Context: an optimization exercise on an open-source flow, tuned for small area. The choices shown serve that exercise and are no tape-out recipe.
The RTL was checked by simulation tests, not by an equivalence proof against the original design.
No activity file was given, so power comes from the tool's default toggle rates.

[flow/design.v]
package user_adder_pkg;
  localparam int DEF_AXI_DATA_BITS = 512;
  localparam int ADD_LANES         = DEF_AXI_DATA_BITS / 32;
  localparam logic [63:0] ID_VALUE_DEF = 64'hADD0_C000_0000_0001;
  localparam logic [2:0] REG_CTRL      = 3'd0;
  localparam logic [2:0] REG_ADD_CONST = 3'd1;
  localparam logic [2:0] REG_BEAT_CNT  = 3'd2;
  localparam logic [2:0] REG_PKT_CNT   = 3'd3;
  localparam logic [2:0] REG_ID        = 3'd4;
  localparam int CTRL_ENABLE_BIT = 0;
  localparam int CTRL_CLR_BIT    = 1;
  localparam logic [1:0] BUF_EMPTY = 2'd0;
  localparam logic [1:0] BUF_ONE   = 2'd1;
  localparam logic [1:0] BUF_FULL  = 2'd2;
  function automatic integer lanes_for(input integer data_bits);
    lanes_for = data_bits / 32;
  endfunction
endpackage
import user_adder_pkg::*;
module axis_skid_buffer
#(
  parameter int DATA_BITS = 512,
  parameter int KEEP_BITS = 64,
  parameter int ID_BITS   = 6
) (
  input  logic                 clk,
  input  logic                 rst,
  input  logic [DATA_BITS-1:0] s_tdata,
  input  logic [KEEP_BITS-1:0] s_tkeep,
  input  logic [ID_BITS-1:0]   s_tid,
  input  logic                 s_tlast,
  input  logic                 s_tvalid,
  output logic                 s_tready,
  output logic [DATA_BITS-1:0] m_tdata,
  output logic [KEEP_BITS-1:0] m_tkeep,
  output logic [ID_BITS-1:0]   m_tid,
  output logic                 m_tlast,
  output logic                 m_tvalid,
  input  logic                 m_tready
);
  localparam int PAYLOAD_BITS = DATA_BITS + KEEP_BITS + ID_BITS + 1;
  logic [PAYLOAD_BITS-1:0] main_reg, skid_reg, skid_next;
  logic [PAYLOAD_BITS-1:0] s_payload;
  logic                    m_valid_reg, ready_reg;
  logic                    m_valid_next, ready_next;
  logic                    accept, drain, main_free;
  assign s_payload = {s_tdata, s_tkeep, s_tid, s_tlast};
  assign accept    = s_tvalid & ready_reg;
  assign drain     = m_valid_reg & m_tready;
  assign main_free = ~m_valid_reg | m_tready;
  always_comb begin
    m_valid_next = m_valid_reg;
    ready_next   = ready_reg;
    case ({m_valid_reg, ready_reg})
      2'b01: begin
        m_valid_next = accept;
      end
      2'b11: begin
        m_valid_next = accept | ~drain;
        ready_next   = ~(accept & ~drain);
      end
      2'b10: begin
        ready_next = drain;
      end
      default: begin
        ready_next = 1'b1;
      end
    endcase
  end
  always_ff @(posedge clk or posedge rst) begin
    if (rst) begin
      m_valid_reg <= 1'b0;
      ready_reg   <= 1'b0;
    end else begin
      m_valid_reg <= m_valid_next;
      ready_reg   <= ready_next;
    end
  end
  assign skid_next = ready_reg ? s_payload : skid_reg;
  always_ff @(posedge clk) begin
    skid_reg <= skid_next;
    if (main_free) begin
      main_reg <= skid_next;
    end
  end
  assign s_tready = ready_reg;
  assign m_tvalid = m_valid_reg;
  assign {m_tdata, m_tkeep, m_tid, m_tlast} = main_reg;
endmodule
import user_adder_pkg::*;
module user_stream_adder_c0
#(
  parameter int          AXI_DATA_BITS  = 512,
  parameter int          AXIL_DATA_BITS = 64,
  parameter int          AXI_ADDR_BITS  = 64,
  parameter int          PID_BITS       = 6,
  parameter logic [63:0] ID_VALUE       = ID_VALUE_DEF
) (
  input  logic                          aclk,
  input  logic                          areset,
  input  logic [AXI_ADDR_BITS-1:0]      axi_ctrl_awaddr,
  input  logic                          axi_ctrl_awvalid,
  output logic                          axi_ctrl_awready,
  input  logic [AXIL_DATA_BITS-1:0]     axi_ctrl_wdata,
  input  logic [AXIL_DATA_BITS/8-1:0]   axi_ctrl_wstrb,
  input  logic                          axi_ctrl_wvalid,
  output logic                          axi_ctrl_wready,
  output logic [1:0]                    axi_ctrl_bresp,
  output logic                          axi_ctrl_bvalid,
  input  logic                          axi_ctrl_bready,
  input  logic [AXI_ADDR_BITS-1:0]      axi_ctrl_araddr,
  input  logic                          axi_ctrl_arvalid,
  output logic                          axi_ctrl_arready,
  output logic [AXIL_DATA_BITS-1:0]     axi_ctrl_rdata,
  output logic [1:0]                    axi_ctrl_rresp,
  output logic                          axi_ctrl_rvalid,
  input  logic                          axi_ctrl_rready,
  input  logic [AXI_DATA_BITS-1:0]      s_axis_host_sink_tdata,
  input  logic [AXI_DATA_BITS/8-1:0]    s_axis_host_sink_tkeep,
  input  logic [PID_BITS-1:0]           s_axis_host_sink_tid,
  input  logic                          s_axis_host_sink_tlast,
  input  logic                          s_axis_host_sink_tvalid,
  output logic                          s_axis_host_sink_tready,
  output logic [AXI_DATA_BITS-1:0]      m_axis_host_src_tdata,
  output logic [AXI_DATA_BITS/8-1:0]    m_axis_host_src_tkeep,
  output logic [PID_BITS-1:0]           m_axis_host_src_tid,
  output logic                          m_axis_host_src_tlast,
  output logic                          m_axis_host_src_tvalid,
  input  logic                          m_axis_host_src_tready
);
  localparam int LANES = AXI_DATA_BITS / 32;
  logic [1:0] rst_pipe;
  logic       rst;
  always_ff @(posedge aclk or posedge areset) begin
    if (areset) begin
      rst_pipe <= 2'b11;
    end else begin
      rst_pipe <= {rst_pipe[0], 1'b0};
    end
  end
  assign rst = rst_pipe[1];
  logic                      enable_reg;
  logic [31:0]               add_const_reg, add_const_wr;
  logic [63:0]               beat_cnt_reg, pkt_cnt_reg;
  logic                      awready_reg, bvalid_reg, arready_reg, rvalid_reg;
  logic [AXIL_DATA_BITS-1:0] rdata_reg;
  logic [63:0]               rd_word;
  logic [2:0]                wr_sel, rd_sel;
  logic                      wr_fire, rd_fire, clr_cnt, sink_accept;
  logic [AXI_DATA_BITS-1:0]  sum_data;
  assign wr_sel  = axi_ctrl_awaddr[5:3];
  assign rd_sel  = axi_ctrl_araddr[5:3];
  assign wr_fire = awready_reg & axi_ctrl_awvalid & axi_ctrl_wvalid;
  assign rd_fire = arready_reg & axi_ctrl_arvalid;
  assign clr_cnt = wr_fire && (wr_sel == REG_CTRL) && axi_ctrl_wstrb[0]
                   && axi_ctrl_wdata[CTRL_CLR_BIT];
  genvar gi;
  generate
    for (gi = 0; gi < 4; gi++) begin : g_const_byte
      assign add_const_wr[gi*8 +: 8] = axi_ctrl_wstrb[gi] ? axi_ctrl_wdata[gi*8 +: 8]
                                                          : add_const_reg[gi*8 +: 8];
    end
  endgenerate
  always_ff @(posedge aclk or posedge rst) begin
    if (rst) begin
      awready_reg   <= 1'b0;
      bvalid_reg    <= 1'b0;
      enable_reg    <= 1'b0;
      add_const_reg <= '0;
    end else begin
      awready_reg <= axi_ctrl_awvalid & axi_ctrl_wvalid & ~bvalid_reg & ~awready_reg;
      if (wr_fire) begin
        bvalid_reg <= 1'b1;
      end else if (axi_ctrl_bready) begin
        bvalid_reg <= 1'b0;
      end
      if (wr_fire && (wr_sel == REG_CTRL) && axi_ctrl_wstrb[0]) begin
        enable_reg <= axi_ctrl_wdata[CTRL_ENABLE_BIT];
      end
      if (wr_fire && (wr_sel == REG_ADD_CONST)) begin
        add_const_reg <= add_const_wr;
      end
    end
  end
  always_comb begin
    rd_word = '0;
    case (rd_sel)
      REG_CTRL:      rd_word[CTRL_ENABLE_BIT] = enable_reg;
      REG_ADD_CONST: rd_word[31:0] = add_const_reg;
      REG_BEAT_CNT:  rd_word = beat_cnt_reg;
      REG_PKT_CNT:   rd_word = pkt_cnt_reg;
      REG_ID:        rd_word = ID_VALUE;
      default:       rd_word = '0;
    endcase
  end
  always_ff @(posedge aclk or posedge rst) begin
    if (rst) begin
      arready_reg <= 1'b0;
      rvalid_reg  <= 1'b0;
    end else begin
      arready_reg <= axi_ctrl_arvalid & ~rvalid_reg & ~arready_reg;
      if (rd_fire) begin
        rvalid_reg <= 1'b1;
      end else if (axi_ctrl_rready) begin
        rvalid_reg <= 1'b0;
      end
    end
  end
  always_ff @(posedge aclk) begin
    if (rd_fire) begin
      rdata_reg <= rd_word[AXIL_DATA_BITS-1:0];
    end
  end
  assign axi_ctrl_awready = awready_reg;
  assign axi_ctrl_wready  = awready_reg;
  assign axi_ctrl_bvalid  = bvalid_reg;
  assign axi_ctrl_bresp   = 2'b00;
  assign axi_ctrl_arready = arready_reg;
  assign axi_ctrl_rvalid  = rvalid_reg;
  assign axi_ctrl_rdata   = rdata_reg;
  assign axi_ctrl_rresp   = 2'b00;
  assign sink_accept = s_axis_host_sink_tvalid & s_axis_host_sink_tready;
  always_ff @(posedge aclk or posedge rst) begin
    if (rst) begin
      beat_cnt_reg <= '0;
      pkt_cnt_reg  <= '0;
    end else if (clr_cnt) begin
      beat_cnt_reg <= '0;
      pkt_cnt_reg  <= '0;
    end else if (sink_accept) begin
      beat_cnt_reg <= beat_cnt_reg + 64'd1;
      if (s_axis_host_sink_tlast) begin
        pkt_cnt_reg <= pkt_cnt_reg + 64'd1;
      end
    end
  end
  logic [31:0] add_eff;
  assign add_eff = add_const_reg & {32{enable_reg}};
  generate
    for (gi = 0; gi < LANES; gi++) begin : g_lane
      lane_add u_add (.a(s_axis_host_sink_tdata[gi*32 +: 32]), .b(add_eff), .s(sum_data[gi*32 +: 32]));
    end
  endgenerate
  axis_skid_buffer #(
    .DATA_BITS (AXI_DATA_BITS),
    .KEEP_BITS (AXI_DATA_BITS/8),
    .ID_BITS   (PID_BITS)
  ) u_skid (
    .clk      (aclk),
    .rst      (rst),
    .s_tdata  (sum_data),
    .s_tkeep  (s_axis_host_sink_tkeep),
    .s_tid    (s_axis_host_sink_tid),
    .s_tlast  (s_axis_host_sink_tlast),
    .s_tvalid (s_axis_host_sink_tvalid),
    .s_tready (s_axis_host_sink_tready),
    .m_tdata  (m_axis_host_src_tdata),
    .m_tkeep  (m_axis_host_src_tkeep),
    .m_tid    (m_axis_host_src_tid),
    .m_tlast  (m_axis_host_src_tlast),
    .m_tvalid (m_axis_host_src_tvalid),
    .m_tready (m_axis_host_src_tready)
  );
  logic unused_bits;
  assign unused_bits = ^{axi_ctrl_awaddr[AXI_ADDR_BITS-1:6], axi_ctrl_awaddr[2:0],
                         axi_ctrl_araddr[AXI_ADDR_BITS-1:6], axi_ctrl_araddr[2:0],
                         axi_ctrl_wdata[AXIL_DATA_BITS-1:32],
                         axi_ctrl_wstrb[AXIL_DATA_BITS/8-1:4]};
endmodule
module lane_add (input logic [31:0] a, input logic [31:0] b, output logic [31:0] s);
  wire [31:0] g0 = a & b;
  wire [31:0] p0 = a ^ b;
  wire gn1 = g0[1] | (p0[1] & g0[0]);
  wire pn1 = p0[1] & p0[0];
  wire gn2 = g0[3] | (p0[3] & g0[2]);
  wire pn2 = p0[3] & p0[2];
  wire gn3 = g0[5] | (p0[5] & g0[4]);
  wire pn3 = p0[5] & p0[4];
  wire gn4 = g0[7] | (p0[7] & g0[6]);
  wire pn4 = p0[7] & p0[6];
  wire gn5 = g0[9] | (p0[9] & g0[8]);
  wire pn5 = p0[9] & p0[8];
  wire gn6 = g0[11] | (p0[11] & g0[10]);
  wire pn6 = p0[11] & p0[10];
  wire gn7 = g0[13] | (p0[13] & g0[12]);
  wire pn7 = p0[13] & p0[12];
  wire gn8 = g0[15] | (p0[15] & g0[14]);
  wire pn8 = p0[15] & p0[14];
  wire gn9 = g0[17] | (p0[17] & g0[16]);
  wire pn9 = p0[17] & p0[16];
  wire gn10 = g0[19] | (p0[19] & g0[18]);
  wire pn10 = p0[19] & p0[18];
  wire gn11 = g0[21] | (p0[21] & g0[20]);
  wire pn11 = p0[21] & p0[20];
  wire gn12 = g0[23] | (p0[23] & g0[22]);
  wire pn12 = p0[23] & p0[22];
  wire gn13 = g0[25] | (p0[25] & g0[24]);
  wire pn13 = p0[25] & p0[24];
  wire gn14 = g0[27] | (p0[27] & g0[26]);
  wire pn14 = p0[27] & p0[26];
  wire gn15 = g0[29] | (p0[29] & g0[28]);
  wire pn15 = p0[29] & p0[28];
  wire gn16 = g0[31] | (p0[31] & g0[30]);
  wire pn16 = p0[31] & p0[30];
  wire gn17 = g0[2] | (p0[2] & gn1);
  wire pn17 = p0[2] & pn1;
  wire gn18 = gn2 | (pn2 & gn1);
  wire pn18 = pn2 & pn1;
  wire gn19 = g0[6] | (p0[6] & gn3);
  wire pn19 = p0[6] & pn3;
  wire gn20 = gn4 | (pn4 & gn3);
  wire pn20 = pn4 & pn3;
  wire gn21 = g0[10] | (p0[10] & gn5);
  wire pn21 = p0[10] & pn5;
  wire gn22 = gn6 | (pn6 & gn5);
  wire pn22 = pn6 & pn5;
  wire gn23 = g0[14] | (p0[14] & gn7);
  wire pn23 = p0[14] & pn7;
  wire gn24 = gn8 | (pn8 & gn7);
  wire pn24 = pn8 & pn7;
  wire gn25 = g0[18] | (p0[18] & gn9);
  wire pn25 = p0[18] & pn9;
  wire gn26 = gn10 | (pn10 & gn9);
  wire pn26 = pn10 & pn9;
  wire gn27 = g0[22] | (p0[22] & gn11);
  wire pn27 = p0[22] & pn11;
  wire gn28 = gn12 | (pn12 & gn11);
  wire pn28 = pn12 & pn11;
  wire gn29 = g0[26] | (p0[26] & gn13);
  wire pn29 = p0[26] & pn13;
  wire gn30 = gn14 | (pn14 & gn13);
  wire pn30 = pn14 & pn13;
  wire gn31 = g0[30] | (p0[30] & gn15);
  wire pn31 = p0[30] & pn15;
  wire gn32 = gn16 | (pn16 & gn15);
  wire pn32 = pn16 & pn15;
  wire gn33 = g0[4] | (p0[4] & gn18);
  wire pn33 = p0[4] & pn18;
  wire gn34 = gn3 | (pn3 & gn18);
  wire pn34 = pn3 & pn18;
  wire gn35 = gn19 | (pn19 & gn18);
  wire pn35 = pn19 & pn18;
  wire gn36 = gn20 | (pn20 & gn18);
  wire pn36 = pn20 & pn18;
  wire gn37 = g0[12] | (p0[12] & gn22);
  wire pn37 = p0[12] & pn22;
  wire gn38 = gn7 | (pn7 & gn22);
  wire pn38 = pn7 & pn22;
  wire gn39 = gn23 | (pn23 & gn22);
  wire pn39 = pn23 & pn22;
  wire gn40 = gn24 | (pn24 & gn22);
  wire pn40 = pn24 & pn22;
  wire gn41 = g0[20] | (p0[20] & gn26);
  wire pn41 = p0[20] & pn26;
  wire gn42 = gn11 | (pn11 & gn26);
  wire pn42 = pn11 & pn26;
  wire gn43 = gn27 | (pn27 & gn26);
  wire pn43 = pn27 & pn26;
  wire gn44 = gn28 | (pn28 & gn26);
  wire pn44 = pn28 & pn26;
  wire gn45 = g0[28] | (p0[28] & gn30);
  wire pn45 = p0[28] & pn30;
  wire gn46 = gn15 | (pn15 & gn30);
  wire pn46 = pn15 & pn30;
  wire gn47 = gn31 | (pn31 & gn30);
  wire pn47 = pn31 & pn30;
  wire gn48 = gn32 | (pn32 & gn30);
  wire pn48 = pn32 & pn30;
  wire gn49 = g0[8] | (p0[8] & gn36);
  wire pn49 = p0[8] & pn36;
  wire gn50 = gn5 | (pn5 & gn36);
  wire pn50 = pn5 & pn36;
  wire gn51 = gn21 | (pn21 & gn36);
  wire pn51 = pn21 & pn36;
  wire gn52 = gn22 | (pn22 & gn36);
  wire pn52 = pn22 & pn36;
  wire gn53 = gn37 | (pn37 & gn36);
  wire pn53 = pn37 & pn36;
  wire gn54 = gn38 | (pn38 & gn36);
  wire pn54 = pn38 & pn36;
  wire gn55 = gn39 | (pn39 & gn36);
  wire pn55 = pn39 & pn36;
  wire gn56 = gn40 | (pn40 & gn36);
  wire pn56 = pn40 & pn36;
  wire gn57 = g0[24] | (p0[24] & gn44);
  wire pn57 = p0[24] & pn44;
  wire gn58 = gn13 | (pn13 & gn44);
  wire pn58 = pn13 & pn44;
  wire gn59 = gn29 | (pn29 & gn44);
  wire pn59 = pn29 & pn44;
  wire gn60 = gn30 | (pn30 & gn44);
  wire pn60 = pn30 & pn44;
  wire gn61 = gn45 | (pn45 & gn44);
  wire pn61 = pn45 & pn44;
  wire gn62 = gn46 | (pn46 & gn44);
  wire pn62 = pn46 & pn44;
  wire gn63 = gn47 | (pn47 & gn44);
  wire pn63 = pn47 & pn44;
  wire gn64 = gn48 | (pn48 & gn44);
  wire pn64 = pn48 & pn44;
  wire gn65 = g0[16] | (p0[16] & gn56);
  wire pn65 = p0[16] & pn56;
  wire gn66 = gn9 | (pn9 & gn56);
  wire pn66 = pn9 & pn56;
  wire gn67 = gn25 | (pn25 & gn56);
  wire pn67 = pn25 & pn56;
  wire gn68 = gn26 | (pn26 & gn56);
  wire pn68 = pn26 & pn56;
  wire gn69 = gn41 | (pn41 & gn56);
  wire pn69 = pn41 & pn56;
  wire gn70 = gn42 | (pn42 & gn56);
  wire pn70 = pn42 & pn56;
  wire gn71 = gn43 | (pn43 & gn56);
  wire pn71 = pn43 & pn56;
  wire gn72 = gn44 | (pn44 & gn56);
  wire pn72 = pn44 & pn56;
  wire gn73 = gn57 | (pn57 & gn56);
  wire pn73 = pn57 & pn56;
  wire gn74 = gn58 | (pn58 & gn56);
  wire pn74 = pn58 & pn56;
  wire gn75 = gn59 | (pn59 & gn56);
  wire pn75 = pn59 & pn56;
  wire gn76 = gn60 | (pn60 & gn56);
  wire pn76 = pn60 & pn56;
  wire gn77 = gn61 | (pn61 & gn56);
  wire pn77 = pn61 & pn56;
  wire gn78 = gn62 | (pn62 & gn56);
  wire pn78 = pn62 & pn56;
  wire gn79 = gn63 | (pn63 & gn56);
  wire pn79 = pn63 & pn56;
  wire gn80 = gn64 | (pn64 & gn56);
  wire pn80 = pn64 & pn56;
  assign s[0] = p0[0];
  assign s[1] = p0[1] ^ g0[0];
  assign s[2] = p0[2] ^ gn1;
  assign s[3] = p0[3] ^ gn17;
  assign s[4] = p0[4] ^ gn18;
  assign s[5] = p0[5] ^ gn33;
  assign s[6] = p0[6] ^ gn34;
  assign s[7] = p0[7] ^ gn35;
  assign s[8] = p0[8] ^ gn36;
  assign s[9] = p0[9] ^ gn49;
  assign s[10] = p0[10] ^ gn50;
  assign s[11] = p0[11] ^ gn51;
  assign s[12] = p0[12] ^ gn52;
  assign s[13] = p0[13] ^ gn53;
  assign s[14] = p0[14] ^ gn54;
  assign s[15] = p0[15] ^ gn55;
  assign s[16] = p0[16] ^ gn56;
  assign s[17] = p0[17] ^ gn65;
  assign s[18] = p0[18] ^ gn66;
  assign s[19] = p0[19] ^ gn67;
  assign s[20] = p0[20] ^ gn68;
  assign s[21] = p0[21] ^ gn69;
  assign s[22] = p0[22] ^ gn70;
  assign s[23] = p0[23] ^ gn71;
  assign s[24] = p0[24] ^ gn72;
  assign s[25] = p0[25] ^ gn73;
  assign s[26] = p0[26] ^ gn74;
  assign s[27] = p0[27] ^ gn75;
  assign s[28] = p0[28] ^ gn76;
  assign s[29] = p0[29] ^ gn77;
  assign s[30] = p0[30] ^ gn78;
  assign s[31] = p0[31] ^ gn79;
endmodule
[flow/run.sh]
#!/bin/bash
# synth_recipe.tcl (not shown) runs the flow's synth.tcl, then flattens the netlist and writes it again
# the make line also repeats each setting of config.mk as NAME=value (left out here)
make -C /OpenROAD-flow-scripts/flow DESIGN_CONFIG=/design/flow/config.mk WORK_HOME=/design/flow/orfs CLKGATE_MAP_FILE= SYNTH_SCRIPT=/design/flow/synth_recipe.tcl finish
[flow/config.mk]
export PLATFORM = sky130hd
export DESIGN_NAME = user_stream_adder_c0
export DESIGN_NICKNAME = user_stream_adder_c0
export VERILOG_FILES = /design/flow/design.v
export SDC_FILE = /design/flow/constraint.sdc
export NUM_CORES = 4
export LEC_CHECK = 0
export CAP_MARGIN = 20
export CORE_AREA = 2 2 198 798
export CTS_BUF_LIST = sky130_fd_sc_hd__clkbuf_8
export DIE_AREA = 0 0 200 800
export SLEW_MARGIN = 20
[flow/constraint.sdc]
create_clock -name core_clock -period 5.0 [get_ports {aclk}]
set_input_delay 1.0000 -clock core_clock [delete_from_list [all_inputs] [get_ports {aclk}]]
set_output_delay 1.0000 -clock core_clock [all_outputs]
set_load 0.01 [all_outputs]
==> results of run 1 <==
-- logic make-up (layout without fill, tap and decap cells) --
group	count (synthesis)	after routing	share of synthesized area (%)
adders and majority gates	546	546	11.1
buffers and inverters	281	1916	1.63
muxes	509	509	8.63
and+or+nand+nor	1127	1127	8.13
xor gates and xnor gates	488	488	6.49
DFF	1399	1399	53.6
other	1	79	0.00569
AOI/OAI and AO/OA	1078	1078	10.4
-- per-layer routing --
metal	vias to the layer above	wire [um]
li1	22938	-
met1	23925	91900
met2	2220	135000
met3	623	31400
met4	64	20800
met5	-	417
-- Yosys cell counts (all sizes together) (89+ instances only) --
master  count
nand3      89
clkbuf    123
dfxtp     583
dfrtp     167
xnor2     292
ha        482
a21o      146
o21ai     224
mux2      469
a21oi     363
edfxtp    647
nand2     368
inv       137
nor2      314
xor2      196
-- through the flow --
step                      instances  setup WS, ns  utilization, %
after floorplan                5433        -0.533               -
after CTS                      9126         0.227            55.6
after global routing           9163        0.0317            55.6
final                          9200         0.228            55.7
after detailed placement       8802        0.0610            53.1
after global placement         8802         0.142            53.1
-- worst paths after layout --
check / from / to
setup / recovery: enable_reg / u_skid.main_reg[134]
hold / removal: rst_pipe[0] / rst_pipe[1]
setup reg to reg: enable_reg / u_skid.main_reg[134]
hold reg to reg: rst_pipe[0] / rst_pipe[1]
max in group asynchronous: rst_pipe[1] / beat_cnt_reg[37]
min in group asynchronous: rst_pipe[1] / beat_cnt_reg[63]
-- power by group through the flow --
stage | sequential [mW] | combinational (mW) | clock [mW]
floorplan | 14.3 | 1.63 | 0
global placement | 14.0 | 4.73 | 0
detailed placement | 14.1 | 4.76 | 0
CTS | 13.8 | 4.79 | 9.60
global route | 13.9 | 5.08 | 9.90
finish | 13.8 | 4.79 | 9.36
-- cell type report --
class / count / area, um^2 / area share [%]
flip-flops and latches: 1399 / 35300 / 40.9
multi-input cells: 3753 / 29500 / 34.2
repair buffers: 1455 / 14500 / 16.7
clock buffers: 212 / 2920 / 3.38
well taps: 2058 / 2570 / 2.98
clock inverters: 112 / 892 / 1.03
inverters: 137 / 527 / 0.609
diodes: 74 / 185 / 0.214
-- placed cells by master, fill, tap and decap left out, types with 146 or more instances in the layout --
| cell type | Yosys | layout |
|---|---|---|
| clkdlybuf4s50_1 | 0 | 1286 |
| edfxtp_1 | 647 | 647 |
| dfxtp_1 | 583 | 583 |
| ha_1 | 482 | 482 |
| mux2_2 | 469 | 469 |
| nand2_1 | 368 | 367 |
| a21oi_1 | 363 | 363 |
| nor2_1 | 313 | 313 |
| xnor2_1 | 292 | 292 |
| o21ai_0 | 212 | 212 |
| clkbuf_8 | 0 | 212 |
| xor2_1 | 196 | 196 |
| inv_1 | 137 | 173 |
| dfrtp_1 | 167 | 164 |
| a21o_1 | 146 | 146 |
-- what timing repair did --
action,CTS,global route
setup endpoints to repair,0,1
hold endpoints to repair,0,0
buffers inserted,0,0
resized for setup,0,1
==> reports/metrics.csv, run 1 <==
stage,metric,value,unit
run_status,status,timing/DRC/antenna clean,
global_route,largest net degree at the start of global routing,132,
worst_setup_path,Critical Path Start Type,flop,
synth,Post-Syn Instances,5429,
cells_and_area,Layout Nets,8263,
sta,final max-slew violation count,0,
synth,Synth warnings,2,
power,combinational share of power,17.1,%
power,Switch Pwr,7.65,mW
cts,TritonCTS Buffers,179,
floorplanning,Die H,800,um
synth,Seq cells post-synth,1399,
sta,clock skew,0.0562,ns
sta,RSZ-0062 raised after global routing,no,
worst_setup_path,Crit Path Class,reg -> reg,
placement,Port-buffer cells,1287,
cells_and_area,area delta synth->final,31.2,%
worst_setup_path,"Buf+Inv Stages, Crit Path",1,
cells_and_area,# fillers,13456,
global_route,initial antenna violation count,117,
placement,DP HPWL,219,mm
worst_setup_path,critical path depth,13,
placement,gpl congestion,0.960,
synth,fraction of registers with async set/reset,12.1,%
floorplanning,core area,0.155,mm^2
worst_setup_path,worst path cell trace,"and2_2, ha_1, fa_1, o211ai_1, a21oi_1, o21ai_0, buf_4, o21ai_1, a221oi_2, o211ai_1, o41ai_1, xnor2_1, mux2_2",
power,Leakage,36.5,nW
power,Clock Power Share,33.5,%
synth,top post-synthesis cells by area,"edfxtp_1 29%, dfxtp_1 18%, ha_1 9.2%, mux2_2 8.0%, dfrtp_1 6.3%",
global_route,global-route wire length before repair,377,mm
worst_hold_path,class of the worst hold path,reg -> reg,
floorplanning,num ports,1450,
route,initial DRC count,2995,
cells_and_area,"Design Area, Final",0.0864,mm^2
route,drt total wl,279,mm
floorplanning,Die W,200,um
synth,top cell type's share of synthesized area,29.5,%
cts,"Clk Latency, worst-skew pair",0.93,ns
sta,setup TNS,0,ns
synth,Netlist cell types,76,
floorplanning,die area,0.160,mm^2
sta,final hold slack,0.358,ns
route,Final ANT Viol Nets,0,
route,DRC,0,
sta,Rel. slew slack,23.6,%
sta,# setup viols final,0,
cts,Clock Sinks,1399,
synth,synthesized cell area,0.0659,mm^2
sta,fin crit share,95.4,%
cts,clock tree buffer depth,4,
route,DRT Pass-1 Iters,8,
worst_setup_path,Critical Path RT,5.66,ns
synth,Most used DFF post-synth,edfxtp_1,
sta,crit path time final,4.77,ns
worst_setup_path,worst reg2reg setup slack,0.23,ns
worst_setup_path,Critical Path End Type,flop,
power,Int Power,20.3,mW
power,Flop pwr share,49.4,%
sta,Peak Freq,210,MHz
cts,H-tree depth,4,
synth,cell taking the most area after synthesis,edfxtp_1,
global_route,met2 usage,57.5,%
global_route,total track usage,34.5,%
worst_setup_path,r2r worst-path depth,13,
synth,register area share after synthesis,53.6,%
cts,Worst-path clk slew,0.08,ns
run,Max-Cap Viols,0,
global_route,grt peak-use layer,met2,
floorplanning,row cnt,292,
power,switching power share of the total,27.3,%
global_route,GR Util met1,33.9,%
worst_setup_path,"most used cell, CP",o211ai_1,
worst_setup_path,Slowest cell on crit path,a221oi_2,
cts,CTS tree,yes,
cts,count of hold-fix buffers inserted at cts,0,
route,Routed WL per cell,30.4,um
route,vias per cell,5.41,
worst_hold_path,hold depth,0,
route,detailed-route via count,49770,
cts,CTS root buf,clkbuf_8,
worst_setup_path,Top delay family on crit path,compound AO/OA/AOI/OAI gates,
power,pwr dens,324,mW/mm^2
placement,Post-Place Cell Area,0.0824,mm^2
synth,syn_area_per_cell,12.1,um^2
sta,endpoints failing hold,0,
sta,worst slew pin tran,1.15,ns
worst_setup_path,crit path DAT,5.44,ns
global_route,vias in the first global route,49852,
floorplanning,Starting Density,42.4,%
cells_and_area,share of cells above drive strength 1,14.1,%
synth,"EDFF count, synth",647,
power,Final Power,28.0,mW
global_route,global route total overflow,0,
power,Worst VDD drop,0.340,mV
worst_setup_path,crit-path max cell delay,0.51,ns
global_route,grt met3 use,14.6,%
worst_setup_path,"Max FO, Critical Path",14,
==> run 2, diff against run 1 <==
==> flow/flow/run.sh (new file) <==
#!/bin/bash
# Standard ORFS layout (the standard.sh), with the port buffers made of
# the smallest buffer cell instead of the default delay-buffer choice.
set -euo pipefail
export BUFFER_PORTS_ARGS="-buffer_cell sky130_fd_sc_hd__buf_1"
bash standard.sh synth > synth.log 2>&1
bash standard.sh finish > finish.log 2>&1
==> flow/standard.sh (new file) <==
#!/bin/bash
# synth_recipe.tcl (not shown) runs the flow's synth.tcl, then flattens the netlist and writes it again
# the make line also repeats each setting of config.mk as NAME=value (left out here)
make -C /OpenROAD-flow-scripts/flow DESIGN_CONFIG=/design/flow/config.mk WORK_HOME=/design/flow/orfs CLKGATE_MAP_FILE= SYNTH_SCRIPT=/design/flow/synth_recipe.tcl "${@:-finish}"
removed: flow/run.sh
==> reports/metrics.csv, run 2 <==
stage,metric,value,unit
worst_setup_path,worst r2r dst,u_skid.main_reg[134],
cells_and_area,most frequent cells in the layout,"1286 x buf_1, 647 x edfxtp_1, 583 x dfxtp_1",
cts,clock tree buffer depth,4,
cells_and_area,"most common cell after layout, fill and taps aside",buf_1,
synth,most common cell in the netlist,edfxtp_1,
sta,# setup viols final,0,
worst_setup_path,Critical Path Start Type,flop,
placement,DP HPWL,213,mm
worst_hold_path,WHS Endpoint,add_const_reg[9],
cells_and_area,final cell count without fillers,9197,
cells_and_area,"Design Area, Final",0.0782,mm^2
floorplanning,core area,0.155,mm^2
synth,syn_area_per_cell,12.1,um^2
worst_setup_path,crit path DAT,5.37,ns
sta,Peak Freq,214,MHz
cts,H-tree depth,4,
sta,crit path time final,4.68,ns
route,initial DRC count,3236,
global_route,global-route wire length before repair,372,mm
synth,register area share after synthesis,53.6,%
cts,CTS root buf,clkbuf_8,
sta,final max-slew violation count,0,
placement,Cells after DPL,8782,
synth,Synth warnings,2,
worst_setup_path,r2r worst-path depth,14,
sta,endpoints failing hold,0,
global_route,global route total overflow,0,
cells_and_area,area delta synth->final,18.7,%
cells_and_area,"Core Util, Final",50.4,%
route,vias per cell,5.48,
run_status,status,timing/DRC/antenna clean,
floorplanning,Die H,800,um
power,Flop pwr share,51.5,%
worst_hold_path,hold depth,2,
synth,"EDFF count, synth",647,
worst_setup_path,Critical Path RT,5.68,ns
worst_hold_path,hold path startpoint,axi_ctrl_wdata[9],
floorplanning,Die W,200,um
sta,RSZ-0062 raised after global routing,no,
worst_setup_path,worst reg2reg setup slack,0.32,ns
synth,Most used DFF post-synth,edfxtp_1,
power,Leakage,32.9,nW
sta,setup TNS,0,ns
cts,Clock Sinks,1399,
worst_setup_path,"Max FO, Critical Path",13,
worst_setup_path,Crit Path Class,reg -> reg,
floorplanning,die area,0.160,mm^2
cts,TritonCTS Buffers,181,
cells_and_area,Layout Nets,8246,
synth,top post-synthesis cells by area,"edfxtp_1 29%, dfxtp_1 18%, ha_1 9.2%, mux2_2 8.0%, dfrtp_1 6.3%",
cells_and_area,# fillers,14281,
route,DRC,0,
power,Int Power,19.2,mW
synth,Netlist cell types,76,
power,Final Power,26.9,mW
route,DRT Pass-1 Iters,6,
global_route,initial antenna violation count,143,
floorplanning,num ports,1450,
power,Clock Power Share,34.8,%
global_route,vias in the first global route,50009,
synth,Post-Syn Instances,5429,
power,pwr dens,343,mW/mm^2
cts,"Clk Latency, worst-skew pair",0.97,ns
synth,"top cells by count, synth","647 x edfxtp_1, 583 x dfxtp_1, 482 x ha_1",
cells_and_area,share of cells above drive strength 1,13.9,%
sta,clock skew,0.0974,ns
route,Final ANT Viol Nets,0,
floorplanning,Starting Density,42.4,%
floorplanning,row cnt,292,
synth,synthesized cell area,0.0659,mm^2
placement,gpl congestion,0.974,
synth,fraction of registers with async set/reset,12.1,%
sta,worst slew pin tran,1.25,ns
global_route,total track usage,33.9,%
sta,Rel. slew slack,16.8,%
sta,fin crit share,93.6,%
cts,Worst-path clk slew,0.08,ns
cts,CTS tree,yes,
synth,cell taking the most area after synthesis,edfxtp_1,
synth,top cell type's share of synthesized area,29.5,%
worst_setup_path,worst r2r src,enable_reg,
power,Switch Pwr,7.70,mW
power,Worst VDD drop,0.355,mV
placement,Post-Place Cell Area,0.0742,mm^2
synth,Seq cells post-synth,1399,
global_route,largest net degree at the start of global routing,142,
power,switching power share of the total,28.7,%
worst_setup_path,Critical Path End Type,flop,
route,Routed WL per cell,29.9,um
placement,Port-buffer cells,1287,
route,detailed-route via count,50381,
power,combinational share of power,13.7,%
route,drt total wl,275,mm
worst_hold_path,class of the worst hold path,in -> reg,
run,Max-Cap Viols,0,
## run 2: cell counts after synthesis
Identical to the previous run, type by type.
## run 2: worst max-delay path by stage
stage / startpoint / end / slack (ns) / cells after the start
2_1_floorplan: m_axis_host_src_tready / u_skid.main_reg[0] / -0.53 / 1
3_3_place_gp: s_axis_host_sink_tdata[256] / u_skid.main_reg[343] / 0.38 / 11
3_5_place_dp: enable_reg / u_skid.main_reg[422] / 0.36 / 13
4_1_cts: enable_reg / u_skid.main_reg[422] / 0.27 / 13
5_1_grt: enable_reg / u_skid.main_reg[134] / 0.04 / 14
6_report: enable_reg / u_skid.main_reg[134] / 0.32 / 14
## run 2: worst max-delay path, stage by stage, from the launching register on
cell	delay (ns)
dfrtp_2	0.49
and2_2	0.39
buf_4	0.28
ha_1	0.21
fa_1	0.50
o211ai_1	0.29
a21oi_1	0.14
o21ai_0	0.24
buf_4	0.18
o21ai_1	0.12
a221oi_2	0.46
o211ai_1	0.27
o41ai_1	0.36
xnor2_1	0.13
mux2_2	0.28
## run 2: repair_timing
action	4_1_cts	5_1_grt
endpoints found under the hold margin	2	0
hold buffers	1	0
resized for setup	0	1
setup buffers	0	0
setup endpoints to repair	0	1
## run 2: area by class of cell
type | instances | area [um^2] | share of cell area (%)
Clock inverter | 114 | 855 | 1.09
Antenna cell | 88 | 220 | 0.282
Sequential cell | 1399 | 35300 | 45.2
Multi-Input combinational cell | 3753 | 29500 | 37.8
Tap cell | 2058 | 2570 | 3.29
Inverter | 137 | 527 | 0.674
Timing Repair Buffer | 1436 | 6240 | 7.98
Clock buffer | 212 | 2920 | 3.73
## run 2: through the flow
stage               setup WS, ns  hold WS [ns]
floorplan                 -0.533         0.345
global placement           0.378         0.347
detailed placement         0.358         0.350
CTS                        0.266         0.125
global route              0.0440         0.219
finish                     0.318         0.254
## run 2: cells by family after synthesis
kind of cell             synth area share, %
AND/OR/NAND/NOR                         8.13
multiplexers                            8.63
AO/OA/AOI/OAI                           10.4
buffers and inverters                   1.63
flip-flops                              53.6
XOR/XNOR                                6.49
adder cells (fa/ha/maj)                 11.1
other                                0.00569
## run 2: per-layer routing
layer  wire length [um]  track usage, %  vias up
met4              23800            27.1       94
met5                619               0        -
met2             131000            55.5     2420
met3              30400            14.0      703
met1              89700            33.2    24248
li1                   -               -    22916
## run 2: power groups by stage
stage	Combinational [mW]	Clock (mW)	Sequential, mW
after global routing	3.96	9.84	13.9
after detailed placement	3.64	0	14.1
after CTS	3.66	9.57	13.8
final	3.68	9.34	13.8
after floorplan	1.63	0	14.3
after global placement	3.60	0	14.1
==> run 3, diff against run 2 <==
--- a/flow/design.v
+++ b/flow/design.v
@@ -222,7 +222,4 @@
   assign sink_accept = s_axis_host_sink_tvalid & s_axis_host_sink_tready;
-  always_ff @(posedge aclk or posedge rst) begin
-    if (rst) begin
-      beat_cnt_reg <= '0;
-      pkt_cnt_reg  <= '0;
-    end else if (clr_cnt) begin
+  always_ff @(posedge aclk) begin
+    if (rst || clr_cnt) begin
       beat_cnt_reg <= '0;
==> flow/flow/run.sh (replaced) <==
#!/bin/bash
# Standard ORFS layout (the standard.sh) with two changes to how it is
# built: port buffers use the smallest buffer cell instead of the default
# delay-buffer choice, and clock tree synthesis clusters more flip-flops per
# leaf buffer and inserts no dummy balancing loads.
set -euo pipefail
export BUFFER_PORTS_ARGS="-buffer_cell sky130_fd_sc_hd__buf_1"
export CTS_ARGS="-sink_clustering_enable -repair_clock_nets -buf_list sky130_fd_sc_hd__clkbuf_8 -dont_use_dummy_load -sink_clustering_size 13 -sink_clustering_max_diameter 50"
bash standard.sh synth > synth.log 2>&1
bash standard.sh finish > finish.log 2>&1
--- a/flow/config.mk
+++ b/flow/config.mk
@@ -7,3 +7,3 @@
 export LEC_CHECK = 0
-export CAP_MARGIN = 20
+export CAP_MARGIN = 5
 export CORE_AREA = 2 2 198 798
@@ -11,2 +11,2 @@
 export DIE_AREA = 0 0 200 800
-export SLEW_MARGIN = 20
+export SLEW_MARGIN = 5
==> reports/metrics.csv, run 3 <==
stage,metric,value,unit
sta,final max-slew violation count,0,
synth,synthesized cell area,0.0660,mm^2
power,pwr dens,306,mW/mm^2
cells_and_area,# fillers,14591,
global_route,largest net degree at the start of global routing,148,
synth,combinational family with the most area after synthesis,adder cells,
worst_setup_path,crit path DAT,5.48,ns
worst_setup_path,"Buf+Inv Stages, Crit Path",3,
worst_setup_path,"Max FO, Critical Path",13,
placement,pre-CTS setup slack,0.293,ns
floorplanning,row cnt,292,
route,initial DRC count,3124,
worst_setup_path,Critical Path End Type,flop,
cells_and_area,most frequent cells in the layout,"1283 x buf_1, 711 x dfxtp_1, 647 x edfxtp_1",
synth,Netlist cell types,96,
cts,Worst-path clk slew,0.09,ns
cells_and_area,area delta synth->final,15.2,%
synth,top post-synthesis cells by area,"edfxtp_1 29%, dfxtp_1 22%, ha_1 9.1%, mux2_2 7.9%, xnor2_1 3.1%",
placement,DP HPWL,218,mm
power,Final Power,23.3,mW
synth,post-synthesis simple-gate area fraction,9.95,%
worst_setup_path,Critical Path Start Type,flop,
placement,Cells after DPL,8834,
floorplanning,core area,0.155,mm^2
cells_and_area,Layout Nets,8233,
synth,Synth warnings,2,
sta,# setup viols final,0,
synth,cell taking the most area after synthesis,edfxtp_1,
cts,H-tree depth,3,
power,Leakage,30.6,nW
worst_setup_path,worst r2r src,enable_reg,
global_route,global route total overflow,0,
synth,post-synthesis compound-gate area fraction,10.6,%
cells_and_area,"Core Util, Final",49.0,%
cts,post_cts resized,0,
synth,xor and xnor fraction of the mapped netlist area,5.68,%
placement,Port-buffer cells,1287,
global_route,total track usage,33.9,%
synth,"EDFF count, synth",647,
route,drt total wl,276,mm
sta,endpoints failing hold,0,
floorplanning,Die W,200,um
route,DRC,0,
sta,crit path time final,4.79,ns
worst_setup_path,Crit Path Class,reg -> reg,
sta,fin crit share,95.7,%
synth,mux share of post-synthesis cell area,8.48,%
worst_setup_path,Critical Path RT,5.70,ns
floorplanning,Die H,800,um
sta,Peak Freq,209,MHz
global_route,vias in the first global route,49504,
cells_and_area,"most common cell after layout, fill and taps aside",buf_1,
synth,Most used DFF post-synth,dfxtp_1,
worst_setup_path,crit-path max cell delay,0.57,ns
cts,count of hold-fix buffers inserted at cts,0,
cells_and_area,register area,0.0347,mm^2
cells_and_area,area occupied by multi-input gates,0.0303,mm^2
global_route,global-route wire length before repair,372,mm
worst_setup_path,"most used cell, CP",buf_4,
cts,TritonCTS Buffers,117,
worst_setup_path,worst r2r dst,u_skid.main_reg[380],
sta,clock skew,0.0980,ns
placement,gpl congestion,0.987,
synth,Seq cells post-synth,1399,
route,Final ANT Viol Nets,0,
worst_setup_path,worst reg2reg setup slack,0.21,ns
sta,Rel. slew slack,26.5,%
cts,Clock Sinks,1399,
synth,"top cells by count, synth","711 x dfxtp_1, 647 x edfxtp_1, 482 x ha_1",
route,DRT Pass-1 Iters,6,
synth,register area share after synthesis,52.6,%
synth,Post-Syn Instances,5513,
sta,worst slew pin tran,1.10,ns
cts,Post-CTS Setup Bufs,0,
power,Worst VDD drop,0.280,mV
cts,CTS root buf,clkbuf_8,
sta,final hold slack,0.120,ns
worst_setup_path,worst path cell trace,"and2_1, buf_4, ha_1, fa_1, o211ai_1, a21oi_1, a21oi_1, buf_4, o221ai_2, a21boi_0, buf_4, o21bai_1, xor2_1, mux2_2",
synth,Adder-Cell Fraction of Synth Area,11.1,%
synth,top cell type's share of synthesized area,29.4,%
cells_and_area,final cell count without fillers,9085,
sta,Final WS setup,0.213,ns
synth,most common cell in the netlist,dfxtp_1,
worst_setup_path,Top delay family on crit path,compound AO/OA/AOI/OAI gates,
cts,"Clk Latency, worst-skew pair",0.92,ns
floorplanning,num ports,1450,
run,Max-Cap Viols,0,
synth,fraction of registers with async set/reset,2.93,%
floorplanning,die area,0.160,mm^2
sta,RSZ-0062 raised after global routing,no,
worst_setup_path,r2r worst-path depth,14,
cts,CTS tree,yes,
worst_setup_path,Slowest cell on crit path,dfrtp_2,
cells_and_area,share of cells above drive strength 1,11.7,%
floorplanning,Starting Density,42.5,%
route,detailed-route via count,50251,
route,Routed WL per cell,30.3,um
global_route,initial antenna violation count,190,
synth,syn_area_per_cell,12.0,um^2
worst_hold_path,class of the worst hold path,in -> async,
route,vias per cell,5.53,
cts,clock tree buffer depth,3,
run_status,status,timing/DRC/antenna clean,
==> run 3: cell count changes in the layout (fill, tap and decap cells not counted), moves of 29 or more <==
cell      before  now
dfxtp_1      583  711
dfrtp_1      164   37
clkbuf_8     212  117
inv_1        175  113
xnor2_1      292  235
o21ai_0      212  164
nand3_1       88  135
diode_2       88  134
a21oi_1      363  326
a21o_1       146  115
a211oi_1      36    7
nand3b_1       9   38
==> run 3: worst reg2reg max path, stage by stage, from the launching register on <==
cell	delay (ns)
dfrtp_2	0.57
and2_1	0.24
buf_4	0.19
ha_1	0.21
fa_1	0.52
o211ai_1	0.28
a21oi_1	0.15
a21oi_1	0.57
buf_4	0.25
o221ai_2	0.32
a21boi_0	0.33
buf_4	0.17
o21bai_1	0.07
xor2_1	0.48
mux2_2	0.28
==> run 3: layout make-up <==
cell class	instances	area share (%)
Sequential cell	1399	45.6
Multi-Input combinational cell	3845	39.8
Timing Repair Buffer	1415	8.02
Tap cell	2058	3.39
Clock buffer	117	2.12
Inverter	117	0.587
Antenna cell	134	0.441
==> run 3: kinds of logic (layout without fill, tap and decap cells) <==
| kind of cell | Yosys count | count (layout) |
|---|---|---|
| AOI/OAI and AO/OA | 1058 | 1058 |
| xor gates and xnor gates | 428 | 428 |
| adders and majority gates | 546 | 546 |
| buffers and inverters | 273 | 1649 |
| DFF | 1399 | 1399 |
| muxes | 501 | 501 |
| other | 1 | 139 |
| and+or+nand+nor | 1307 | 1307 |
==> run 3: worst max-delay path by stage <==
stage,startpoint,to,cells after the start
3_5_place_dp,s_axis_host_sink_tdata[288],u_skid.main_reg[380],13
5_1_grt,enable_reg,u_skid.main_reg[380],14
3_3_place_gp,s_axis_host_sink_tdata[288],u_skid.main_reg[380],13
6_report,enable_reg,u_skid.main_reg[380],14
2_1_floorplan,m_axis_host_src_tready,u_skid.main_reg[0],1
4_1_cts,enable_reg,u_skid.main_reg[380],14
==> run 3: report_power, final <==
group | switching [mW] | internal, mW | leakage (nW)
Sequential | 0.426 | 13.3 | 13.0
Combinational | 2.31 | 1.22 | 16.8
Clock | 3.98 | 2.07 | 0.842
==> run 3: per-layer routing <==
| layer | track usage (%) | routed length, um | vias to the layer above |
|---|---|---|---|
| met5 | 0 | 517 | - |
| met3 | 13.5 | 30300 | 657 |
| met1 | 32.2 | 87600 | 24023 |
| met4 | 31.5 | 28500 | 82 |
| li1 | - | - | 23221 |
| met2 | 54.8 | 129000 | 2268 |
==> run 3: stage by stage <==
| step | setup TNS, ns | cell area [um^2] |
|---|---|---|
| 6_report | 0 | 76100 |
| 5_1_grt | 0 | 76000 |
| 4_1_cts | 0 | 75700 |
| 3_5_place_dp | 0 | 74100 |
| 3_3_place_gp | 0 | 74100 |
| 2_1_floorplan | -311.46 | 66000 |
==> run 4, diff against run 3 <==
--- a/flow/config.mk
+++ b/flow/config.mk
@@ -7,3 +7,3 @@
 export LEC_CHECK = 0
-export CAP_MARGIN = 5
+export CAP_MARGIN = 20
 export CORE_AREA = 2 2 198 798
@@ -11,2 +11,2 @@
 export DIE_AREA = 0 0 200 800
-export SLEW_MARGIN = 5
+export SLEW_MARGIN = 20
==> reports/metrics.csv, run 4 <==
stage,metric,value,unit
cells_and_area,area delta synth->final,15.2,%
worst_setup_path,worst path cell trace,"and2_1, buf_4, ha_1, fa_1, o211ai_1, a21oi_1, a21oi_1, buf_4, o221ai_2, a21boi_0, buf_4, o21bai_1, xor2_1, mux2_2",
synth,cell taking the most area after synthesis,edfxtp_1,
synth,post-synthesis compound-gate area fraction,10.6,%
worst_setup_path,"Buf+Inv Stages, Crit Path",3,
sta,clock skew,0.0980,ns
floorplanning,row cnt,292,
power,Leakage,30.6,nW
run,Max-Cap Viols,0,
sta,worst slew pin tran,1.10,ns
global_route,vias in the first global route,49504,
sta,setup TNS,0,ns
route,DRT Pass-1 Iters,6,
synth,"EDFF count, synth",647,
cts,TritonCTS Buffers,117,
route,Routed WL per cell,30.3,um
synth,Post-Syn Instances,5513,
synth,xor and xnor fraction of the mapped netlist area,5.68,%
worst_setup_path,crit path DAT,5.48,ns
synth,mux share of post-synthesis cell area,8.48,%
cts,CTS tree,yes,
worst_setup_path,"most used cell, CP",buf_4,
route,vias per cell,5.53,
floorplanning,num ports,1450,
cts,post_cts resized,0,
placement,gpl congestion,0.987,
cts,count of hold-fix buffers inserted at cts,0,
synth,most common cell in the netlist,dfxtp_1,
cts,Worst-path clk slew,0.09,ns
cts,"Clk Latency, worst-skew pair",0.92,ns
synth,register area share after synthesis,52.6,%
cts,Post-CTS Setup Bufs,0,
sta,Peak Freq,209,MHz
route,drt total wl,276,mm
synth,Seq cells post-synth,1399,
synth,combinational family with the most area after synthesis,adder cells,
cells_and_area,final cell count without fillers,9085,
worst_setup_path,Top delay family on crit path,compound AO/OA/AOI/OAI gates,
cells_and_area,# fillers,14591,
power,Flop pwr share,58.8,%
cells_and_area,most frequent cells in the layout,"1283 x buf_1, 711 x dfxtp_1, 647 x edfxtp_1",
cells_and_area,share of cells above drive strength 1,11.7,%
sta,final hold slack,0.120,ns
route,Final ANT Viol Nets,0,
sta,fin crit share,95.7,%
placement,pre-CTS setup slack,0.293,ns
worst_setup_path,crit-path max cell delay,0.57,ns
placement,Port-buffer cells,1287,
placement,Cells after DPL,8834,
worst_setup_path,Crit Path Class,reg -> reg,
worst_setup_path,Critical Path RT,5.70,ns
power,Clock Power Share,26.0,%
synth,syn_area_per_cell,12.0,um^2
floorplanning,Starting Density,42.5,%
route,detailed-route via count,50251,
worst_setup_path,Slowest cell on crit path,dfrtp_2,
synth,Netlist cell types,96,
cts,Clock Sinks,1399,
cts,CTS root buf,clkbuf_8,
global_route,global route total overflow,0,
power,combinational share of power,15.2,%
cells_and_area,register area,0.0347,mm^2
route,met2 WL,129,mm
placement,DP HPWL,218,mm
cells_and_area,Layout Nets,8233,
run_status,status,timing/DRC/antenna clean,
sta,RSZ-0062 raised after global routing,no,
floorplanning,Die H,800,um
route,initial DRC count,3124,
sta,crit path time final,4.79,ns
sta,final max-slew violation count,0,
synth,synthesized cell area,0.0660,mm^2
global_route,largest net degree at the start of global routing,148,
synth,fraction of registers with async set/reset,2.93,%
cts,H-tree depth,3,
global_route,initial antenna violation count,190,
synth,post-synthesis simple-gate area fraction,9.95,%
cells_and_area,"Design Area, Final",0.0761,mm^2
synth,top post-synthesis cells by area,"edfxtp_1 29%, dfxtp_1 22%, ha_1 9.1%, mux2_2 7.9%, xnor2_1 3.1%",
worst_hold_path,class of the worst hold path,in -> async,
route,DR WL met3,30.3,mm
floorplanning,die area,0.160,mm^2
floorplanning,Die W,200,um
route,DRC,0,
power,Worst VDD drop,0.280,mV
sta,# setup viols final,0,
worst_setup_path,"Max FO, Critical Path",13,
route,Metal-1 WL,87.6,mm
worst_setup_path,Critical Path End Type,flop,
worst_setup_path,Critical Path Start Type,flop,
sta,endpoints failing hold,0,
synth,Adder-Cell Fraction of Synth Area,11.1,%
placement,Post-Place Cell Area,0.0741,mm^2
sta,Final WS setup,0.213,ns
synth,"top cells by count, synth","711 x dfxtp_1, 647 x edfxtp_1, 482 x ha_1",
global_route,global-route wire length before repair,372,mm
power,Switch Pwr,6.72,mW
route,uppermost layer routed,met5,
global_route,total track usage,33.9,%
floorplanning,core area,0.155,mm^2
power,pwr dens,306,mW/mm^2
cts,clock tree buffer depth,3,
synth,top cell type's share of synthesized area,29.4,%
power,switching power share of the total,28.8,%
synth,Synth warnings,2,
synth,Most used DFF post-synth,dfxtp_1,
sta,Rel. slew slack,26.5,%
power,Int Power,16.6,mW
cells_and_area,"most common cell after layout, fill and taps aside",buf_1,
cells_and_area,area occupied by multi-input gates,0.0303,mm^2
-- run 4: cell counts in the layout (fill, tap and decap cells not counted) --
No cell type changed its count.
-- run 4: per-stage QoR --
| step | utilization (%) | total power [mW] |
|---|---|---|
| 6_report | 49.0 | 23.3 |
| 5_1_grt | 48.9 | 24.2 |
| 4_1_cts | 48.8 | 23.5 |
| 3_5_place_dp | 47.7 | 17.5 |
| 3_3_place_gp | 47.7 | 17.4 |
| 2_1_floorplan | - | 15.8 |
-- run 4: path summary, 6_finish.rpt --
path | startpoint | to | slack [ns] | cells after the start
hold reg to reg | rst_pipe[0] | rst_pipe[1] | 0.36 | 0
setup / recovery | enable_reg | u_skid.main_reg[380] | 0.21 | 14
setup reg to reg | enable_reg | u_skid.main_reg[380] | 0.21 | 14
max in group asynchronous | rst_pipe[1] | u_skid.ready_reg | 3.92 | 2
min in group core_clock | axi_ctrl_wdata[10] | add_const_reg[10] | 0.31 | 2
hold / removal | areset | rst_pipe[1] | 0.12 | 2
-- run 4: logic make-up (layout without fill, tap and decap cells) --
group	after synthesis	after routing
flip-flops	1399	1399
AND/OR/NAND/NOR	1307	1307
AO/OA/AOI/OAI	1058	1058
adder cells (fa/ha/maj)	546	546
multiplexers	501	501
XOR/XNOR	428	428
buffers and inverters	273	1649
other	1	139
-- run 4: power groups by stage --
stage          clock [mW]  sequential (mW)  combinational [mW]
2_1_floorplan           0             14.2                1.59
3_3_place_gp            0             13.9                3.46
3_5_place_dp            0             14.0                3.49
4_1_cts              6.25             13.7                3.51
5_1_grt              6.53             13.8                3.82
6_report             6.06             13.7                3.53
-- run 4: routing by layer --
metal  GRT usage (%)  vias up
li1                -    23221
met1            32.2    24023
met2            54.8     2268
met3            13.5      657
met4            31.5       82
met5               0        -
-- run 4: worst register-to-register path: stages, from the launching register on --
cell and delay, ns:
dfrtp_2 0.57, and2_1 0.24, buf_4 0.19, ha_1 0.21, fa_1 0.52, o211ai_1 0.28
a21oi_1 0.15, a21oi_1 0.57, buf_4 0.25, o221ai_2 0.32, a21boi_0 0.33, buf_4 0.17
o21bai_1 0.07, xor2_1 0.48, mux2_2 0.28
-- run 4: area by class of cell --
class	instances	share of cell area, %
Antenna cell	134	0.441
Tap cell	2058	3.39
Timing Repair Buffer	1415	8.02
Inverter	117	0.587
Clock buffer	117	2.12
Sequential cell	1399	45.6
Multi-Input combinational cell	3845	39.8
==> run 5, diff against run 4 <==
--- a/flow/config.mk
+++ b/flow/config.mk
@@ -8,5 +8,5 @@
 export CAP_MARGIN = 20
-export CORE_AREA = 2 2 198 798
+export CORE_AREA = 2 2 148 848
 export CTS_BUF_LIST = sky130_fd_sc_hd__clkbuf_8
-export DIE_AREA = 0 0 200 800
+export DIE_AREA = 0 0 150 850
 export SLEW_MARGIN = 20
==> reports/metrics.csv, run 5 <==
stage,metric,value,unit
placement,Port-buffer cells,1287,
route,vias per cell,5.73,
global_route,largest net degree at the start of global routing,158,
cells_and_area,most frequent cells in the layout,"1286 x buf_1, 711 x dfxtp_1, 647 x edfxtp_1",
floorplanning,Die H,850,um
worst_hold_path,class of the worst hold path,in -> async,
floorplanning,Starting Density,53.8,%
sta,fin crit share,90.4,%
cells_and_area,"most common cell after layout, fill and taps aside",buf_1,
cts,"Clk Latency, worst-skew pair",0.86,ns
power,Clock Power Share,26.0,%
synth,Netlist cell types,96,
route,DRC,0,
floorplanning,Die W,150,um
worst_setup_path,critical path depth,10,
synth,synthesized cell area,0.0660,mm^2
placement,gpl congestion,0.907,
synth,Post-Syn Instances,5513,
power,combinational share of power,14.4,%
power,Worst VDD drop,0.302,mV
floorplanning,die area,0.128,mm^2
worst_setup_path,Critical Path End Type,flop,
worst_setup_path,worst r2r dst,u_skid.main_reg[230],
power,Int Power,16.6,mW
sta,Peak Freq,221,MHz
placement,Cells after DPL,8321,
synth,top post-synthesis cells by area,"edfxtp_1 29%, dfxtp_1 22%, ha_1 9.1%, mux2_2 7.9%, xnor2_1 3.1%",
cts,post_cts resized,0,
sta,endpoints failing hold,0,
power,Leakage,30.5,nW
worst_setup_path,Critical Path RT,5.69,ns
cts,CTS root buf,clkbuf_8,
worst_setup_path,worst path cell trace,"and2_2, fa_1, o211ai_1, a21oi_1, a21oi_1, o221ai_2, a21boi_1, o211a_1, or4b_1, nand3_1",
placement,DP HPWL,159,mm
synth,fraction of registers with async set/reset,2.93,%
route,Final ANT Viol Nets,0,
cts,H-tree depth,3,
synth,cell taking the most area after synthesis,edfxtp_1,
cts,CTS tree,yes,
global_route,global-route wire length before repair,300,mm
route,detailed-route via count,48611,
worst_setup_path,crit-path max cell delay,0.67,ns
worst_setup_path,r2r worst-path depth,10,
worst_setup_path,"Max FO, Critical Path",20,
sta,crit path time final,4.52,ns
synth,most common cell in the netlist,dfxtp_1,
worst_setup_path,Top delay family on crit path,compound AO/OA/AOI/OAI gates,
worst_setup_path,crit path DAT,5.21,ns
cts,count of hold-fix buffers inserted at cts,0,
floorplanning,core area,0.123,mm^2
global_route,initial antenna violation count,93,
global_route,total track usage,31.9,%
run,Max-Cap Viols,0,
synth,syn_area_per_cell,12.0,um^2
power,Flop pwr share,59.6,%
cells_and_area,area delta synth->final,13.7,%
sta,worst slew pin tran,1.06,ns
cells_and_area,Layout Nets,8218,
sta,final max-slew violation count,0,
worst_setup_path,"most used cell, CP",a21oi_1,
cts,Post-CTS Setup Bufs,0,
cts,Worst-path clk slew,0.09,ns
synth,Synth warnings,2,
floorplanning,num ports,1450,
power,pwr dens,306,mW/mm^2
synth,"EDFF count, synth",647,
cts,TritonCTS Buffers,117,
worst_setup_path,Critical Path Start Type,flop,
synth,"top cells by count, synth","711 x dfxtp_1, 647 x edfxtp_1, 482 x ha_1",
sta,# setup viols final,0,
cells_and_area,"Design Area, Final",0.0750,mm^2
synth,register area share after synthesis,52.6,%
sta,RSZ-0062 raised after global routing,no,
power,switching power share of the total,27.7,%
sta,clock skew,0.0757,ns
worst_setup_path,crit path from,enable_reg,
route,drt total wl,207,mm
synth,Seq cells post-synth,1399,
route,DRT Pass-1 Iters,5,
worst_setup_path,worst reg2reg setup slack,0.48,ns
cells_and_area,share of cells above drive strength 1,11.6,%
worst_setup_path,worst r2r src,enable_reg,
cts,Clock Sinks,1399,
synth,top cell type's share of synthesized area,29.4,%
synth,Most used DFF post-synth,dfxtp_1,
sta,final hold slack,0.168,ns
route,Routed WL per cell,24.4,um
placement,Post-Place Cell Area,0.0733,mm^2
global_route,vias in the first global route,48097,
floorplanning,row cnt,310,
power,Switch Pwr,6.36,mW
worst_setup_path,"Buf+Inv Stages, Crit Path",0,
run_status,status,timing/DRC/antenna clean,
worst_setup_path,capture point of the critical path,u_skid.main_reg[230],
global_route,global route total overflow,0,
power,Final Power,22.9,mW
worst_setup_path,Slowest cell on crit path,and2_2,
worst_setup_path,Crit Path Class,reg -> reg,
cts,clock tree buffer depth,3,
route,initial DRC count,2280,
cells_and_area,final cell count without fillers,8480,
sta,Rel. slew slack,29.5,%
cells_and_area,"Core Util, Final",61.2,%
run 5: changes by cell type in the layout (fill, tap and decap cells not counted), moves of 2 or more:
| cell | before | now |
|---|---|---|
| buf_12 | 24 | 19 |
| diode_2 | 134 | 42 |
| and2_1 | 31 | 25 |
| buf_1 | 1283 | 1286 |
| and2_2 | 21 | 26 |
| clkbuf_2 | 2 | 0 |
| buf_4 | 105 | 94 |
run 5: how the worst min path moves through the flow:
| stage | start | endpoint | slack (ns) | cells past startpoint |
|---|---|---|---|---|
| 4_1_cts | areset | rst_pipe[1] | 0.11 | 2 |
| 3_5_place_dp | rst_pipe[0] | rst_pipe[1] | 0.35 | 0 |
| 5_1_grt | areset | rst_pipe[1] | 0.18 | 2 |
| 2_1_floorplan | rst_pipe[0] | rst_pipe[1] | 0.35 | 0 |
| 6_report | areset | rst_pipe[1] | 0.17 | 2 |
| 3_3_place_gp | rst_pipe[0] | rst_pipe[1] | 0.35 | 0 |
run 5: power by group through the flow:
stage	Sequential [mW]	Clock, mW	Combinational, mW
after floorplan	14.2	0	1.59
after global placement	13.9	0	3.25
after detailed placement	13.9	0	3.30
after CTS	13.7	6.16	3.31
after global routing	13.8	6.44	3.62
final	13.7	5.96	3.31
run 5: final cells by class:
cell class / count / area [um^2]
Tap cell: 1560 / 1950
Multi-Input combinational cell: 3845 / 30300
Clock buffer: 117 / 1610
Inverter: 117 / 447
Fill cell: 10590 / 47500
Sequential cell: 1399 / 34700
Timing Repair Buffer: 1400 / 5920
Antenna cell: 42 / 105
run 5: per-stage QoR:
stage / setup TNS [ns] / worst slack [ns]
floorplan: -311.46 / -0.533
detailed placement: 0 / 0.408
global placement: 0 / 0.421
CTS: 0 / 0.437
finish: 0 / 0.480
global route: 0 / 0.326
run 5: logic make-up (layout without fill, tap and decap cells):
kind of cell	count (synthesis)	in the layout	synth area share (%)
AO/OA/AOI/OAI	1058	1058	10.6
AND/OR/NAND/NOR	1307	1307	9.95
multiplexers	501	501	8.48
adder cells (fa/ha/maj)	546	546	11.1
XOR/XNOR	428	428	5.68
buffers and inverters	273	1634	1.64
other	1	47	0.00568
flip-flops	1399	1399	52.6
run 5: metal layers:
metal / up-vias / wire (um) / share of wire (%) / global-route usage, %
met4: 98 / 12500 / 6.0 / 16.3
met1: 23022 / 72400 / 35 / 34.6
met3: 455 / 24200 / 12 / 13.2
met5: - / 655 / 0.32 / 0
li1: 23041 / - / - / -
met2: 1995 / 97400 / 47 / 52.8
==> run 6, diff against run 5 <==
--- a/flow/config.mk
+++ b/flow/config.mk
@@ -8,5 +8,5 @@
 export CAP_MARGIN = 20
-export CORE_AREA = 2 2 148 848
+export CORE_AREA = 2 2 118 878
 export CTS_BUF_LIST = sky130_fd_sc_hd__clkbuf_8
-export DIE_AREA = 0 0 150 850
+export DIE_AREA = 0 0 120 880
 export SLEW_MARGIN = 20
==> reports/metrics.csv, run 6 <==
stage,metric,value,unit
run_status,status,timing/DRC/antenna clean,
power,Worst VDD drop,0.331,mV
synth,register area share after synthesis,52.6,%
synth,"EDFF count, synth",647,
cts,post_cts resized,0,
cts,CTS root buf,clkbuf_8,
global_route,largest net degree at the start of global routing,147,
route,initial DRC count,3088,
synth,top post-synthesis cells by area,"edfxtp_1 29%, dfxtp_1 22%, ha_1 9.1%, mux2_2 7.9%, xnor2_1 3.1%",
cells_and_area,# fillers,7369,
synth,Most used DFF post-synth,dfxtp_1,
floorplanning,Starting Density,65.5,%
floorplanning,Die H,880,um
cells_and_area,Layout Nets,8220,
placement,Cells after DPL,8055,
cells_and_area,"Design Area, Final",0.0747,mm^2
cts,H-tree depth,3,
synth,fraction of registers with async set/reset,2.93,%
sta,# setup viols final,0,
placement,gpl congestion,0.974,
route,DRT Pass-1 Iters,6,
synth,cell taking the most area after synthesis,edfxtp_1,
sta,RSZ-0062 raised after global routing,no,
synth,syn_area_per_cell,12.0,um^2
worst_setup_path,crit path DAT,5.19,ns
sta,setup TNS,0,ns
route,detailed-route via count,50058,
route,drt total wl,208,mm
worst_setup_path,Crit Path Class,reg -> reg,
global_route,initial antenna violation count,50,
floorplanning,core area,0.101,mm^2
floorplanning,row cnt,321,
worst_setup_path,Critical Path End Type,flop,
cts,Clock Sinks,1399,
sta,fin crit share,91.5,%
global_route,global-route wire length before repair,303,mm
synth,Post-Syn Instances,5513,
synth,"top cells by count, synth","711 x dfxtp_1, 647 x edfxtp_1, 482 x ha_1",
worst_setup_path,"Max FO, Critical Path",21,
cts,clock tree buffer depth,3,
route,Routed WL per cell,25.4,um
global_route,global route total overflow,0,
synth,synthesized cell area,0.0660,mm^2
cts,Worst-path clk slew,0.10,ns
worst_setup_path,Critical Path RT,5.62,ns
cells_and_area,"most common cell after layout, fill and taps aside",buf_1,
synth,Synth warnings,2,
synth,top cell type's share of synthesized area,29.4,%
sta,final max-slew violation count,0,
synth,most common cell in the netlist,dfxtp_1,
global_route,vias in the first global route,51003,
cts,count of hold-fix buffers inserted at cts,0,
floorplanning,Die W,120,um
route,vias per cell,6.10,
route,Final ANT Viol Nets,0,
sta,Peak Freq,219,MHz
sta,crit path time final,4.58,ns
route,DRC,0,
placement,DP HPWL,162,mm
cts,"Clk Latency, worst-skew pair",0.86,ns
floorplanning,num ports,1450,
cts,TritonCTS Buffers,117,
cells_and_area,most frequent cells in the layout,"1286 x buf_1, 711 x dfxtp_1, 647 x edfxtp_1",
sta,worst slew pin tran,1.02,ns
cts,Post-CTS Setup Bufs,0,
run,Max-Cap Viols,0,
global_route,total track usage,38.9,%
cells_and_area,area delta synth->final,13.1,%
power,Leakage,30.5,nW
power,pwr dens,307,mW/mm^2
worst_hold_path,class of the worst hold path,in -> async,
placement,Post-Place Cell Area,0.0730,mm^2
floorplanning,die area,0.106,mm^2
cts,CTS tree,yes,
worst_setup_path,Critical Path Start Type,flop,
cells_and_area,final cell count without fillers,8207,
synth,Netlist cell types,96,
placement,Port-buffer cells,1287,
sta,clock skew,0.0595,ns
sta,Rel. slew slack,32.0,%
sta,endpoints failing hold,0,
synth,Seq cells post-synth,1399,
cells_and_area,share of cells above drive strength 1,11.6,%
run 6: cell type report:
type | count | area, um^2 | area share, %
antenna | 35 | 87.6 | 0.117
multi-input combinational | 3845 | 30300 | 40.6
tap | 1292 | 1620 | 2.17
sequential | 1399 | 34700 | 46.5
clock buffer | 117 | 1610 | 2.16
inverter | 117 | 447 | 0.598
timing repair buffer | 1402 | 5900 | 7.90
run 6: cells by family after synthesis:
kind of cell | Yosys count | synth area share [%]
AND/OR/NAND/NOR | 1307 | 9.95
multiplexers | 501 | 8.48
other | 1 | 0.00568
XOR/XNOR | 428 | 5.68
flip-flops | 1399 | 52.6
adder cells (fa/ha/maj) | 546 | 11.1
buffers and inverters | 273 | 1.64
AO/OA/AOI/OAI | 1058 | 10.6
run 6: worst paths after layout:
| kind | start | to | slack (ns) | depth (start not counted) |
|---|---|---|---|---|
| max in group asynchronous | rst_pipe[1] | u_skid.ready_reg | 4.10 | 2 |
| hold reg to reg | rst_pipe[0] | rst_pipe[1] | 0.34 | 0 |
| min in group core_clock | rst_pipe[0] | rst_pipe[1] | 0.34 | 0 |
| setup reg to reg | enable_reg | u_skid.main_reg[227] | 0.42 | 13 |
| hold / removal | areset | rst_pipe[1] | 0.16 | 2 |
| setup / recovery | enable_reg | u_skid.main_reg[227] | 0.42 | 13 |
run 6: worst max-delay path: stages, from the launching register on:
cell and delay, ns:
dfrtp_2 0.59, and2_1 0.24, buf_4 0.24, ha_1 0.28, fa_1 0.46, o211ai_1 0.26
a21oi_1 0.14, buf_4 0.19, a21oi_1 0.28, o221ai_2 0.18, a21boi_1 0.58, o21ai_0 0.30
and2_1 0.25, o31ai_1 0.28
run 6: per-layer routing:
layer / track usage (%) / share of wire (%) / vias to the layer above
li1: - / - / 23049
met4: 31.1 / 9.5 / 40
met2: 65.6 / 49 / 2445
met5: 0 / 0.13 / -
met1: 37.0 / 31 / 23842
met3: 13.8 / 10 / 682
run 6: where the power goes:
| group | leakage (nW) | internal (mW) | switching [mW] | total, mW |
|---|---|---|---|---|
| logic | 16.7 | 1.20 | 2.12 | 3.33 |
| registers | 13.0 | 13.3 | 0.392 | 13.7 |
| clock network | 0.841 | 2.08 | 3.84 | 5.92 |
run 6: stage by stage:
step	hold slack [ns]	power (mW)	util (%)	setup WS (ns)
global placement	0.347	17.1	72.4	0.640
floorplan	0.345	15.8	-	-0.533
CTS	0.115	23.0	74.0	0.514
detailed placement	0.348	17.2	72.4	0.590
global route	0.180	23.7	74.0	0.337
finish	0.163	22.9	74.1	0.425

[afterwards: timing with drivers on the ports]
Ports are ideal in the flow. The routed layouts listed here were re-timed in OpenROAD.
Step 1: set_driving_cell puts a clkbuf_16 on aclk and a buf_2 on each other input, an assumption about the parent block.
Step 2 times the ports against the registers' clock, not the clock port: input delays grow and output delays shrink by t, the midpoint of the rising clock arrivals with the driver on.
Three values: ideal, step 1, step 2; two values: the first two.
| run | shift t [ns] | slack for setup (ns) |
|---|---|---|
| run 1 | 1.012 | 0.228 / 0.228 / -0.002 |
| run 2 | 1.022 | 0.318 / 0.318 / 0.284 |
| run 3 | 0.969 | 0.213 / 0.213 / 0.077 |
| run 4 | 0.969 | 0.213 / 0.213 / 0.077 |
| run 5 | 0.914 | 0.480 / 0.480 / 0.480 |
| run 6 | 0.941 | 0.425 / 0.425 / 0.425 |
Met with ideal ports but missed after step 2: setup timing in run 1.
